What follows belongs to an exercise in optimizing a design on an open flow for small area, a short achievable clock period and few clock cycles; a production flow would make more cautious choices. In this exercise RTL edits were held to simulation tests only and were not proved equivalent to the original. Power and IR drop assume default switching activity.

--- design/flow/config.mk ---
export PLATFORM = sky130hd
export DESIGN_NAME = fft_top
export DESIGN_NICKNAME = fft_top
export VERILOG_FILES = /design/flow/design.v
export SDC_FILE = /design/flow/constraint.sdc
export NUM_CORES = 4
export LEC_CHECK = 0
export CAP_MARGIN = 20
export CORE_MARGIN = 2
export CORE_UTILIZATION = 35
export SLEW_MARGIN = 20
--- design/flow/constraint.sdc ---
create_clock -name core_clock -period 11.0 [get_ports {clk}]
set_input_delay 2.2000 -clock core_clock [delete_from_list [all_inputs] [get_ports {clk}]]
set_output_delay 2.2000 -clock core_clock [all_outputs]
set_load 0.01 [all_outputs]
--- design/flow/design.v ---
package fft_num_pkg;
    localparam int fft_points    = 16;
    localparam int fft_stages    = $clog2(fft_points);
    localparam int addr_width    = $clog2(fft_points);
    localparam int sample_width  = 16;
    localparam int twiddle_width = 16;
    typedef logic signed [sample_width-1:0] sample_t;
    typedef logic [addr_width-2:0] twiddle_index_t;
endpackage
package fft_bus_pkg;
    localparam int wb_addr_width = 5;
    localparam int wb_data_width = 32;
    localparam logic [wb_addr_width-1:0] reg_ctrl = 5'd16;
    localparam int status_busy_bit = 0;
    localparam int status_done_bit = 1;
endpackage
`timescale 1ns/10ps
module sample_loader #(
    parameter int points = fft_num_pkg::fft_points,
    parameter int stages = fft_num_pkg::fft_stages
) (
    input  logic                                  clk,
    input  logic                                  rst,
    input  logic                                  in_cyc,
    input  logic                                  in_stb,
    input  logic                                  in_we,
    input  logic [fft_bus_pkg::wb_addr_width-1:0] in_adr,
    input  logic [fft_bus_pkg::wb_data_width-1:0] in_dat_w,
    input  logic                                  busy,
    output logic                                  in_ack,
    output logic [fft_bus_pkg::wb_data_width-1:0] in_dat_r,
    output logic                                  load_we,
    output logic [stages-1:0]                     load_addr,
    output logic [fft_bus_pkg::wb_data_width-1:0] load_data,
    output logic                                  start
);
    localparam logic [fft_bus_pkg::wb_addr_width-1:0] reg_ctrl = fft_bus_pkg::reg_ctrl;
    logic              request;
    logic              write_sample;
    logic              write_start;
    logic [stages-1:0] rev_addr;
    assign request      = in_cyc && in_stb && !in_ack;
    assign write_sample = request && in_we && (in_adr < points) && !busy;
    assign write_start  = request && in_we && (in_adr == reg_ctrl) && in_dat_w[0] && !busy;
    assign in_dat_r     = '0;
    always_comb begin
        for (int i = 0; i < stages; i++) begin
            rev_addr[i] = in_adr[stages-1-i];
        end
    end
    always_ff @(posedge clk) begin
        if (rst) begin
            in_ack  <= 1'b0;
            load_we <= 1'b0;
            start   <= 1'b0;
        end else begin
            in_ack  <= request;
            load_we <= write_sample;
            start   <= write_start;
        end
    end
    always_ff @(posedge clk) begin
        load_addr <= rev_addr;
        load_data <= in_dat_w;
    end
endmodule
`timescale 1ns/10ps
module twiddle_rom #(
    parameter int points = fft_num_pkg::fft_points,
    parameter int stages = fft_num_pkg::fft_stages
) (
    input  logic [stages-2:0]                             index,
    output logic signed [fft_num_pkg::twiddle_width-1:0] w_re,
    output logic signed [fft_num_pkg::twiddle_width-1:0] w_im
);
    always_comb begin
        case (index)
            3'd0: begin w_re =  16'sd32767; w_im =  16'sd0;     end
            3'd1: begin w_re =  16'sd30274; w_im = -16'sd12540; end
            3'd2: begin w_re =  16'sd23170; w_im = -16'sd23170; end
            3'd3: begin w_re =  16'sd12540; w_im = -16'sd30274; end
            3'd4: begin w_re =  16'sd0;     w_im = 16'sh8000;   end
            3'd5: begin w_re = -16'sd12540; w_im = -16'sd30274; end
            3'd6: begin w_re = -16'sd23170; w_im = -16'sd23170; end
            default: begin w_re = -16'sd30274; w_im = -16'sd12540; end
        endcase
    end
endmodule
`timescale 1ns/10ps
module butterfly_unit #(
    parameter int twiddle_width = fft_num_pkg::twiddle_width,
    parameter int tag_width     = 2 * fft_num_pkg::addr_width
) (
    input  logic                                        clk,
    input  logic                                        rst,
    input  logic                                        in_valid,
    input  logic signed [fft_num_pkg::sample_width-1:0] a_re,
    input  logic signed [fft_num_pkg::sample_width-1:0] a_im,
    input  logic signed [fft_num_pkg::sample_width-1:0] b_re,
    input  logic signed [fft_num_pkg::sample_width-1:0] b_im,
    input  logic signed [twiddle_width-1:0]             w_re,
    input  logic signed [twiddle_width-1:0]             w_im,
    input  logic [tag_width-1:0]                        in_tag,
    output logic                                        out_valid,
    output logic signed [fft_num_pkg::sample_width-1:0] x_re,
    output logic signed [fft_num_pkg::sample_width-1:0] x_im,
    output logic signed [fft_num_pkg::sample_width-1:0] y_re,
    output logic signed [fft_num_pkg::sample_width-1:0] y_im,
    output logic [tag_width-1:0]                        out_tag
);
    localparam int sample_width = fft_num_pkg::sample_width;
    localparam int prod_width = sample_width + twiddle_width;
    localparam int frac       = twiddle_width - 1;
    localparam logic signed [prod_width:0] round_half = 1 <<< (frac - 1);
    logic [2:0]                    valid_pipe;
    logic [tag_width-1:0]          tag_s1;
    logic [tag_width-1:0]          tag_s2;
    logic signed [sample_width-1:0]                       a_re_s1;
    logic signed [sample_width-1:0]                       a_im_s1;
    logic signed [sample_width-1:0]                       a_re_s2;
    logic signed [sample_width-1:0]                       a_im_s2;
    logic signed [prod_width-1:0]  p_rr;
    logic signed [prod_width-1:0]  p_ii;
    logic signed [prod_width-1:0]  p_ri;
    logic signed [prod_width-1:0]  p_ir;
    logic signed [prod_width:0]    rot_re_full;
    logic signed [prod_width:0]    rot_im_full;
    logic signed [sample_width-1:0]                       rot_re;
    logic signed [sample_width-1:0]                       rot_im;
    logic signed [sample_width+1:0] sum_re;
    logic signed [sample_width+1:0] sum_im;
    logic signed [sample_width+1:0] diff_re;
    logic signed [sample_width+1:0] diff_im;
    localparam logic signed [prod_width:0] sat_max = (1 <<< (sample_width - 1)) - 1;
    localparam logic signed [prod_width:0] sat_min = -(1 <<< (sample_width - 1));
    function automatic logic signed [sample_width-1:0] saturate(input logic signed [prod_width:0] value);
        if (value > sat_max) begin
            saturate = sat_max[sample_width-1:0];
        end else if (value < sat_min) begin
            saturate = sat_min[sample_width-1:0];
        end else begin
            saturate = value[sample_width-1:0];
        end
    endfunction
    assign rot_re_full = (p_rr - p_ii + round_half) >>> frac;
    assign rot_im_full = (p_ri + p_ir + round_half) >>> frac;
    assign sum_re  = a_re_s2 + rot_re + 2'sd1;
    assign sum_im  = a_im_s2 + rot_im + 2'sd1;
    assign diff_re = a_re_s2 - rot_re + 2'sd1;
    assign diff_im = a_im_s2 - rot_im + 2'sd1;
    always_ff @(posedge clk) begin
        if (rst) begin
            valid_pipe <= '0;
        end else begin
            valid_pipe <= {valid_pipe[1:0], in_valid};
        end
    end
    assign out_valid = valid_pipe[2];
    always_ff @(posedge clk) begin
        p_rr    <= b_re * w_re;
        p_ii    <= b_im * w_im;
        p_ri    <= b_re * w_im;
        p_ir    <= b_im * w_re;
        a_re_s1 <= a_re;
        a_im_s1 <= a_im;
        tag_s1  <= in_tag;
        rot_re  <= saturate(rot_re_full);
        rot_im  <= saturate(rot_im_full);
        a_re_s2 <= a_re_s1;
        a_im_s2 <= a_im_s1;
        tag_s2  <= tag_s1;
        x_re    <= sum_re[sample_width:1];
        x_im    <= sum_im[sample_width:1];
        y_re    <= diff_re[sample_width:1];
        y_im    <= diff_im[sample_width:1];
        out_tag <= tag_s2;
    end
endmodule
`timescale 1ns/10ps
module fft_engine #(
    parameter int points = fft_num_pkg::fft_points,
    parameter int stages = fft_num_pkg::fft_stages
) (
    input  logic                                  clk,
    input  logic                                  rst,
    input  logic                                  start,
    input  logic                                  load_we,
    input  logic [stages-1:0]                     load_addr,
    input  logic [2*fft_num_pkg::sample_width-1:0] load_data,
    input  logic [stages-1:0]                     rd_addr,
    output logic [2*fft_num_pkg::sample_width-1:0] rd_data,
    output logic                                  busy,
    output logic                                  done
);
    localparam int sample_width = fft_num_pkg::sample_width;
    localparam int twiddle_width = fft_num_pkg::twiddle_width;
    localparam int word_width = 2 * sample_width;
    localparam logic [stages-2:0] last_bf = (stages-1)'(points/2 - 1);
    logic [word_width-1:0]          mem [points];
    logic [$clog2(stages)-1:0]      stage;
    logic [stages-2:0]              bf_cnt;
    logic                           issuing;
    logic [stages-1:0]              span;
    logic [stages-1:0]              pos;
    logic [stages-1:0]              top_addr;
    logic [stages-1:0]              bot_addr;
    logic [stages-2:0]              tw_index;
    logic                           bf_valid;
    logic [word_width-1:0]          bf_a;
    logic [word_width-1:0]          bf_b;
    logic signed [twiddle_width-1:0] bf_w_re;
    logic signed [twiddle_width-1:0] bf_w_im;
    logic [2*stages-1:0]            bf_tag;
    logic                           bf_out_valid;
    logic [2*stages-1:0]            bf_out_tag;
    logic signed [sample_width-1:0]                        bf_x_re;
    logic signed [sample_width-1:0]                        bf_x_im;
    logic signed [sample_width-1:0]                        bf_y_re;
    logic signed [sample_width-1:0]                        bf_y_im;
    always_comb begin
        span     = stages'(1) << stage;
        pos      = {1'b0, bf_cnt} & (span - stages'(1));
        top_addr = (({1'b0, bf_cnt} >> stage) << (int'(stage) + 1)) | pos;
        bot_addr = top_addr | span;
        tw_index = (stages-1)'(pos << (stages - 1 - int'(stage)));
    end
    assign bf_valid = issuing;
    assign bf_a     = mem[top_addr];
    assign bf_b     = mem[bot_addr];
    assign bf_tag   = {top_addr, bot_addr};
    twiddle_rom #(
        .points (points),
        .stages (stages)
    ) twiddle_rom_inst (
        .index (tw_index),
        .w_re  (bf_w_re),
        .w_im  (bf_w_im)
    );
    butterfly_unit #(
        .twiddle_width (twiddle_width),
        .tag_width     (2 * stages)
    ) butterfly_unit_inst (
        .clk       (clk),
        .rst       (rst),
        .in_valid  (bf_valid),
        .a_re      (bf_a[sample_width-1:0]),
        .a_im      (bf_a[word_width-1:sample_width]),
        .b_re      (bf_b[sample_width-1:0]),
        .b_im      (bf_b[word_width-1:sample_width]),
        .w_re      (bf_w_re),
        .w_im      (bf_w_im),
        .in_tag    (bf_tag),
        .out_valid (bf_out_valid),
        .x_re      (bf_x_re),
        .x_im      (bf_x_im),
        .y_re      (bf_y_re),
        .y_im      (bf_y_im),
        .out_tag   (bf_out_tag)
    );
    always_ff @(posedge clk) begin
        if (rst) begin
            busy    <= 1'b0;
            done    <= 1'b0;
            issuing <= 1'b0;
            stage   <= '0;
            bf_cnt  <= '0;
        end else if (start && !busy) begin
            busy    <= 1'b1;
            done    <= 1'b0;
            issuing <= 1'b1;
            stage   <= '0;
            bf_cnt  <= '0;
        end else if (issuing) begin
            bf_cnt <= bf_cnt + 1'b1;
            if (bf_cnt == last_bf) begin
                issuing <= 1'b0;
            end
        end else if (busy) begin
            if (stage == stages - 1) begin
                busy <= 1'b0;
                done <= 1'b1;
            end else begin
                stage   <= stage + 1'b1;
                issuing <= 1'b1;
            end
        end
    end
    always_ff @(posedge clk) begin
        if (load_we && !busy) begin
            mem[load_addr] <= load_data;
        end
        if (bf_out_valid) begin
            mem[bf_out_tag[2*stages-1:stages]] <= {bf_x_im, bf_x_re};
            mem[bf_out_tag[stages-1:0]]        <= {bf_y_im, bf_y_re};
        end
        rd_data <= mem[rd_addr];
    end
endmodule
`timescale 1ns/10ps
module result_reader #(
    parameter int points = fft_num_pkg::fft_points,
    parameter int stages = fft_num_pkg::fft_stages
) (
    input  logic                                   clk,
    input  logic                                   rst,
    input  logic                                   out_cyc,
    input  logic                                   out_stb,
    input  logic                                   out_we,
    input  logic [fft_bus_pkg::wb_addr_width-1:0]  out_adr,
    input  logic                                   busy,
    input  logic                                   done,
    input  logic [2*fft_num_pkg::sample_width-1:0] rd_data,
    output logic                                   out_ack,
    output logic [fft_bus_pkg::wb_data_width-1:0]  out_dat_r,
    output logic [stages-1:0]                      rd_addr
);
    localparam int wb_data_width = fft_bus_pkg::wb_data_width;
    localparam logic [fft_bus_pkg::wb_addr_width-1:0] reg_ctrl = fft_bus_pkg::reg_ctrl;
    localparam int status_busy_bit = fft_bus_pkg::status_busy_bit;
    localparam int status_done_bit = fft_bus_pkg::status_done_bit;
    logic                     request;
    logic                     sel_bin;
    logic                     sel_status;
    logic [wb_data_width-1:0] status_word;
    assign request = out_cyc && out_stb && !out_ack;
    assign rd_addr = out_adr[stages-1:0];
    always_ff @(posedge clk) begin
        if (rst) begin
            out_ack <= 1'b0;
        end else begin
            out_ack <= request;
        end
    end
    always_ff @(posedge clk) begin
        sel_bin     <= !out_we && (out_adr < points);
        sel_status  <= !out_we && (out_adr == reg_ctrl);
        status_word <= '0;
        status_word[status_busy_bit] <= busy;
        status_word[status_done_bit] <= done;
    end
    assign out_dat_r = sel_status ? status_word : (sel_bin ? rd_data : '0);
endmodule
`timescale 1ns/10ps
module fft_top #(
    parameter int points = fft_num_pkg::fft_points,
    parameter int stages = fft_num_pkg::fft_stages
) (
    input  logic                                  clk,
    input  logic                                  rst,
    input  logic                                  in_cyc,
    input  logic                                  in_stb,
    input  logic                                  in_we,
    input  logic [fft_bus_pkg::wb_addr_width-1:0] in_adr,
    input  logic [fft_bus_pkg::wb_data_width-1:0] in_dat_w,
    output logic                                  in_ack,
    output logic [fft_bus_pkg::wb_data_width-1:0] in_dat_r,
    input  logic                                  out_cyc,
    input  logic                                  out_stb,
    input  logic                                  out_we,
    input  logic [fft_bus_pkg::wb_addr_width-1:0] out_adr,
    output logic                                  out_ack,
    output logic [fft_bus_pkg::wb_data_width-1:0] out_dat_r
);
    localparam int sample_width = fft_num_pkg::sample_width;
    logic                      start;
    logic                      busy;
    logic                      done;
    logic                      load_we;
    logic [stages-1:0]         load_addr;
    logic [stages-1:0]         rd_addr;
    logic [2*sample_width-1:0] load_data;
    logic [2*sample_width-1:0] rd_data;
    sample_loader #(
        .points (points),
        .stages (stages)
    ) sample_loader_inst (
        .clk       (clk),
        .rst       (rst),
        .in_cyc    (in_cyc),
        .in_stb    (in_stb),
        .in_we     (in_we),
        .in_adr    (in_adr),
        .in_dat_w  (in_dat_w),
        .busy      (busy),
        .in_ack    (in_ack),
        .in_dat_r  (in_dat_r),
        .load_we   (load_we),
        .load_addr (load_addr),
        .load_data (load_data),
        .start     (start)
    );
    fft_engine #(
        .points (points),
        .stages (stages)
    ) fft_engine_inst (
        .clk       (clk),
        .rst       (rst),
        .start     (start),
        .load_we   (load_we),
        .load_addr (load_addr),
        .load_data (load_data),
        .rd_addr   (rd_addr),
        .rd_data   (rd_data),
        .busy      (busy),
        .done      (done)
    );
    result_reader #(
        .points (points),
        .stages (stages)
    ) result_reader_inst (
        .clk       (clk),
        .rst       (rst),
        .out_cyc   (out_cyc),
        .out_stb   (out_stb),
        .out_we    (out_we),
        .out_adr   (out_adr),
        .busy      (busy),
        .done      (done),
        .rd_data   (rd_data),
        .out_ack   (out_ack),
        .out_dat_r (out_dat_r),
        .rd_addr   (rd_addr)
    );
endmodule
--- design/flow/run.sh ---
#!/bin/bash
# synth_recipe.tcl (not shown) runs the flow's synth.tcl, then flattens the netlist and writes it again
# the make line also repeats each setting of config.mk as NAME=value (left out here)
make -C /OpenROAD-flow-scripts/flow DESIGN_CONFIG=/design/flow/config.mk WORK_HOME=/design/flow/orfs CLKGATE_MAP_FILE= SYNTH_SCRIPT=/design/flow/synth_recipe.tcl finish
==> results.cfg <==
[logic_synthesis]
synth_mux_area_share_pct = 10.7
syn_area_per_cell_sq_um = 9.14
synth_compound_area_share_pct = 9.12
yosys.area.top_type_share_pct = 20.9
netlist_top_cells_area = fa_1 (21%), edfxtp_1 (17%), dfxtp_1 (8.8%)
yosys-top-cells-count = nand2_1 (1645), inv_1 (1292), fa_1 (944), nor2_1 (754), ha_1 (582)
syn_area_sq_um = 90400
synth_top_family_by_area = adder cells
seq_area_frac_synth_pct = 25.8
synth-seq-cells = 907
synth-main-ff-cell = edfxtp_1
yosysWarnings = 5
yosysMostFrequentCell = nand2_1
synth_edf_count = 512
netlist_instances = 9887
synthSimpleGateAreaFrac_pct = 14.8
synthXorXnorAreaFrac_pct = 2.04
postSynth.asyncResetShare_pct = 0
synth.distinct_cells = 93
synthAdderAreaFrac_pct = 29.0
synth_top_area_cell = fa_1

[clock_tree]
cts_max_level = 3
clkTransAtPathRegs_ns = 0.08
cts_tree = built
post_cts_buffers = 0
cts-root-buf = clkbuf_16
cts.sinks = 907
cts_made_buffers = 99
clockBufferDepth = 3
holdBufCountCts = 0
clock_latency_ns = 0.78

[global_route]
grtUsageTotal_pct = 26.1
grt_pass1_wl_mm = 507
grt_pass1_vias = 74600
grt_max_degree = 132
overflow = 0
antenna_found_initial = 25

[pwr]
leakage_nw = 44.4
power_density_nw_per_um2 = 132
worst_ir_drop_vdd_v = 0.000229

[placement]
dp.cells = 12900
io_buffers = 83
dpl_worst_slack_ns = 0.492
hpwl_mm = 237
routabilityCongestion = 0.959

[worst_setup_path]
cp-start-kind = register
crit_family = adder cells
path_max_fanout = 61
crit_type = reg2reg
cp_slowest_cell = dfxtp_1
path_buf_inv = 7
arrival_ns = 11.19
setup.worst_path.start = fft_engine_inst.stage[1]
crit_top_cell = fa_1
end_kind = register
crit_path_max_incr_delay_ns = 0.68
rr_startpoint = fft_engine_inst.stage[1]
crit_required_ns = 11.67

[floorplan]
row_count = 186
fp.dieArea_sq_um = 262000
die_y_microns = 512
initial_core_util_pct = 35.2
pin_count = 116
coreArea_sq_um = 257000
die_w_microns = 512

[hold_path]
hp-class = reg2reg
worstHoldStart = fft_engine_inst.butterfly_unit_inst.a_re_s1[15]

[sta]
worst_pin_slew_ns = 1.24
max_freq_mhz = 95.1
finalCriticalPeriod_ns = 10.52
clock_skew_ns = 0.0753
grt_setup_unrepaired = false
slew_viol_final = 0
max_slew_margin_pct = 17.6
setup_slack_ns = 0.482
timing.hold.ws_ns = 0.306
setup_viol = 0
hold_violations = 0
fin_tns_setup_ns = 0
finalCritPeriodShare_pct = 95.6

[layout]
fin_util_pct = 38.3
finalNetCount = 11200
area_delta_synth_final_pct = 8.92
final-instance-count-excl-fill = 13100
nFillCells = 25300
drive_gt1_share_pct = 6.88

[routing]
drt_iter0_markers = 10100
viasPerCell = 5.69
dr.pass1.iters = 9
drc = 0
drt_wl_total_mm = 348
ant_nets = 0
route.vias.total = 74600
avgRoutedWirePerCell_microns = 26.5

[run_status]
status = no timing/DRC/antenna violations

[run]
cap_violations = 0
[per-layer routing]
| layer | vias up | global-route usage, % | share of wire (%) |
|---|---|---|---|
| met3 | 1131 | 7.60 | 13 |
| met5 | - | 0 | 0.031 |
| met4 | 16 | 17.6 | 7.8 |
| met1 | 36400 | 33.2 | 37 |
| met2 | 4972 | 38.3 | 42 |
| li1 | 32000 | - | - |
[per-stage QoR]
step / instance area, sq um / power (W)
after floorplan: 90500 / 0.00733
after global placement: 94700 / 0.00910
after detailed placement: 94700 / 0.00916
after CTS: 98300 / 0.0129
after global routing: 98400 / 0.0135
final: 98400 / 0.0130
[path summary, 6_finish.rpt]
check,end,slack [ns],depth (start not counted)
max,fft_engine_inst.butterfly_unit_inst.p_ii[31],0.48,31
min,fft_engine_inst.butterfly_unit_inst.a_re_s2[15],0.31,0
max reg2reg,fft_engine_inst.butterfly_unit_inst.p_ii[31],0.48,31
min reg2reg,fft_engine_inst.butterfly_unit_inst.a_re_s2[15],0.31,0
[layout make-up]
class	count	area (sq um)	area share, %
antenna	29	72.6	0.0737
clock buffer	147	3100	3.15
sequential	907	23300	23.7
timing repair buffer	272	2320	2.36
multi-input combinational	7027	60000	60.9
tap	3384	4230	4.30
clock inverter	41	524	0.533
inverter	1297	4910	4.99
[power by group]
part	internal [W]	total [W]	switching, W
Combinational	0.00166	0.00447	0.00282
Clock	0.00214	0.00374	0.00160
Sequential	0.00393	0.00475	0.000818
[repair_timing]
action / CTS / global route
endpoints found under the hold margin: 0 / 0
endpoints found under the setup margin: 0 / 4
resized for setup: 0 / 7
[cells by family after synthesis]
family | Yosys count
xor+xnor | 210
flops | 907
fa+ha+maj | 1526
buf+inv | 1984
other cells | 1
simple gates | 3159
compound gates | 1343
mux | 757
[worst reg2reg max path: cells and delay by family, from the launching register on]
kind	cells	cell delay, ns
adders and majority gates	8	3.74
AOI/OAI and AO/OA	8	2.34
buffers and inverters	7	1.84
and+or+nand+nor	6	1.26
DFF	1	0.68
muxes	1	0.42
xor gates and xnor gates	1	0.14
[layout by cell type (no fill, tap or decap), types with 18 or more instances in the layout]
cell and n:
o21a_1 29, nor2b_1 35, nand3_1 323, nand2b_1 45
edfxtp_1 512, clkdlybuf4s50_1 79, fa_1 944, mux2i_1 561
nor3_1 32, diode_2 29, xnor2_1 148, ha_1 582
nand2_1 1637, and2_1 62, conb_1 32, a21oi_1 497
xor2_1 58, and3_1 174, o21ai_0 271, clkbuf_16 112
a311oi_1 86, clkbuf_1 18, nor2_1 741, mux4_2 160
a211oi_1 57, mux2_2 22, a31oi_1 135, dfxtp_1 395
inv_1 1290, a21o_1 107, buf_4 185, o21bai_1 30
[state kept, by name (all words and copies together), names as in the netlist, 3 cells and up]
register	flops
fft_engine_inst.butterfly_unit_inst.p_ii	31
fft_engine_inst.butterfly_unit_inst.rot_im	16
sample_loader_inst.load_data	32
fft_engine_inst.butterfly_unit_inst.tag_s2	8
fft_engine_inst.butterfly_unit_inst.valid_pipe	3
fft_engine_inst.butterfly_unit_inst.x_re	16
fft_engine_inst.butterfly_unit_inst.y_re	16
fft_engine_inst.mem	512
fft_engine_inst.butterfly_unit_inst.a_im_s1	16
fft_engine_inst.rd_data	32
fft_engine_inst.bf_cnt	3
fft_engine_inst.butterfly_unit_inst.out_tag	8
fft_engine_inst.butterfly_unit_inst.p_ri	31
fft_engine_inst.butterfly_unit_inst.p_rr	31
fft_engine_inst.butterfly_unit_inst.a_re_s2	16
fft_engine_inst.butterfly_unit_inst.a_im_s2	16
fft_engine_inst.butterfly_unit_inst.x_im	16
fft_engine_inst.butterfly_unit_inst.y_im	16
sample_loader_inst.load_addr	4
fft_engine_inst.butterfly_unit_inst.tag_s1	8
fft_engine_inst.butterfly_unit_inst.rot_re	16
fft_engine_inst.butterfly_unit_inst.p_ir	31
fft_engine_inst.butterfly_unit_inst.a_re_s1	16
Testbench counts, summed over its fixed seeds: cycles 19,968.

## re-timing with driven ports
The results above use ideal ports. As a check the final layout listed here was re-extracted and re-timed, cells and wires unchanged. Step 1 sets driving cells, clkbuf_16 on the clock port and buf_2 on the other inputs (assumed; they add their load-dependent delay and slew). Step 2 moves the port delays by t, midway between the first and last clock arrival at a register: inputs arrive t later, outputs are due t later. That takes back most of the time a late clock gives input paths. Three values: ideal, step 1, step 2; two values: the first two.
t, ns: 0.822
setup slack, ns: 0.482 / 0.482 / 0.482
clock arrival spread, ns: 0.075 / 0.075
After both steps setup and hold are still met in this run. For this run, drivers alone change the setup slack by 0.000 ns; drivers and shift together by 0.000 ns.
